What follows belongs to an exercise in optimizing a design on an open flow for small area and few clock cycles per item; a production flow would make more cautious choices.
The RTL was checked by simulation tests, not by an equivalence proof against the original design.
Power figures rest on the tool's default switching activity, not on a simulated workload.

==> flow/design.v (excerpt) <==
module xy_stepper_line_interpolator #(
  parameter int unsigned POS_BITS = 24
) (
  input  logic                       clk_i,
  input  logic                       rst_ni,
  input  logic                       s_axis_tvalid,
  output logic                       s_axis_tready,
  input  logic [((2*POS_BITS+7)/8)*8-1:0] s_axis_tdata,
  input  logic [1:0]                 s_axis_tuser,
  output logic                       m_axis_tvalid,
  input  logic                       m_axis_tready,
  output logic [((2*POS_BITS+6+7)/8)*8-1:0] m_axis_tdata,
  input  logic                       cfg_valid_i,
  output logic                       cfg_ready_o,
  input  logic [1:0]                 cfg_index_i,
  input  logic [POS_BITS-2:0]        cfg_data_i
);
  localparam int unsigned OUT_BITS = ((2*POS_BITS+6+7)/8)*8;
  logic                       s_fire;
  logic                       m_vld_q, wr_q, core_busy, core_planned;
  logic                       x_pol, y_pol;
  logic [POS_BITS-2:0]        x_lim, y_lim;
  xyli_pkg::flags_t           flags;
  logic signed [POS_BITS-1:0] pos_x, pos_y;
  assign s_axis_tready = (!m_vld_q || m_axis_tready) && !core_busy && !wr_q;
  assign s_fire        = s_axis_tvalid && s_axis_tready;
  assign cfg_ready_o   = 1'b1;
  always_ff @(posedge clk_i or negedge rst_ni) begin
    if (!rst_ni) begin
      m_vld_q <= 1'b0;
      wr_q    <= 1'b0;
    end else begin
      m_vld_q <= (s_fire && !s_axis_tuser[0]) || core_planned || (m_vld_q && !m_axis_tready);
      wr_q    <= cfg_valid_i;
    end
  end
  xyli_cfg #(
    .POS_BITS (POS_BITS)
  ) u_cfg (
    .clk_i      (clk_i),
    .rst_ni     (rst_ni),
    .wr_en_i    (cfg_valid_i),
    .wr_index_i (xyli_pkg::cfg_reg_e'(cfg_index_i)),
    .wr_data_i  (cfg_data_i),
    .x_pol_o    (x_pol),
    .y_pol_o    (y_pol),
  ...
For scale: about 1700 cells after synthesis.
clock: 9.0 ns
lec_check: 0
cap_margin: 20
core_margin: 2
core_utilization: 40
cts_buf_list: sky130_fd_sc_hd__clkbuf_16
cts_cluster_diameter: 100
cts_cluster_size: 25
slew_margin: 20
standard.sh (not shown) runs the stock make flow with config.mk's settings and CLKGATE_MAP_FILE= SYNTH_SCRIPT=/design/flow/synth_recipe.tcl, a recipe that flattens the netlist after the stock synthesis.
==> flow/flow/run.sh <==
#!/bin/bash
# The standard layout (the standard.sh), with the port buffers that ORFS puts on every
# input and output made the smallest buffer cell instead of the delay buffer it picks itself.
set -e
export BUFFER_PORTS_ARGS="-buffer_cell sky130_fd_sc_hd__buf_1"
bash standard.sh > standard.log 2>&1
The starting point produced a clean layout.
Testbench counts at the start, summed over its fixed seeds: cycles 24,928, items 24,276.
Next try:
--- a/flow/design.v
+++ b/flow/design.v
@@ -275,53 +275,53 @@
           moving_q <= 1'b0;
         end else begin
           phase_q <= !phase_q;
         end
       end
       if (step && step_x) cur_x_q <= nx;
       if (step && step_y) cur_y_q <= ny;
     end
   end
   always_ff @(posedge clk_i) begin
     fx_q  <= nx_c;
     fy_q  <= ny_c;
-    negx_q <= ddx[D-1];      
-    negy_q <= ddy[D-1];
-    vc_q   <= vlo_c;         
     lbx_q <= lx_c;
     lby_q <= ly_c;
     if (en_i) begin
       px_q   <= step && step_x && pul_x;
       py_q   <= step && step_y && pul_y;
       done_q <= tick && reached;
     end
     if (start) begin
+      negx_q  <= ddx[D-1];
+      negy_q  <= ddy[D-1];
       j_q     <= st_ax;
       mn_q    <= st_ay;
     end
     if (st1_q) begin
       sgn_x_q <= !ddx_pos;
       sgn_y_q <= !ddy_pos;
       j_q    <= dd[P-1:0];
       mn_q   <= st_mn;
       cntn_q <= ~st_cnt;
       xmaj_q <= !dd_s;
     end else if (step) begin
       cntn_q <= cnt_inc;
     end
     if (st2_q) begin
       vh_q <= v0[W-1:1];
     end else begin
       if (step) begin
         vh_q[L-1:0] <= vlo;
+        vc_q        <= vlo_c;
       end
       if (vp_q) begin
         vh_q[D-1:L] <= vhi;
       end
     end
   end
   assign flags_o.step_x = px_q;
   assign flags_o.step_y = py_q;
   assign flags_o.dir_x  = pin_x_q;
   assign flags_o.dir_y  = pin_y_q;
   assign flags_o.busy   = moving_q;
   assign flags_o.done   = done_q;
Result:
- setup slack gets better by 25 ps
- fmax is about the same
- via count went up by 0.51%
- synthesized cell count climbs by 0.63%
- clock power went up by about 0.7%
- area after synthesis rose by 0.75%
- register-to-register slack is better by 30 ps
- total power decreases by 0.83%
Testbench counts after the change, summed over its fixed seeds: cycles 24,928, items 24,276.

[separate check: timing with driven ports]
The results above use ideal ports. As a check the final layouts listed here were re-extracted and re-timed, cells and wires unchanged. Step 1, drivers: a clkbuf_16 drives clk_i and a buf_2 each remaining input, both assumed. Step 2 adds t to the input delays and takes it off the output delays; t is the mean of the earliest and latest rising clock arrival at the registers after step 1. Input paths then give back, and output paths get back, about the clock's delay inside the block. Slacks: ideal ports / drivers / drivers and shift; pairs: ideal ports / drivers.
run | shift t [ns] | setup WS [ns] | worst setup path after step 2
the first run | 0.530 | 0.272 / 0.272 / 0.164 | input to register
the second run | 0.532 | 0.297 / 0.297 / 0.195 | input to register
After both steps every run listed still meets setup and hold. For the first run, which loses most, drivers alone change the setup slack by 0.000 ns; drivers and shift together by -0.108 ns.
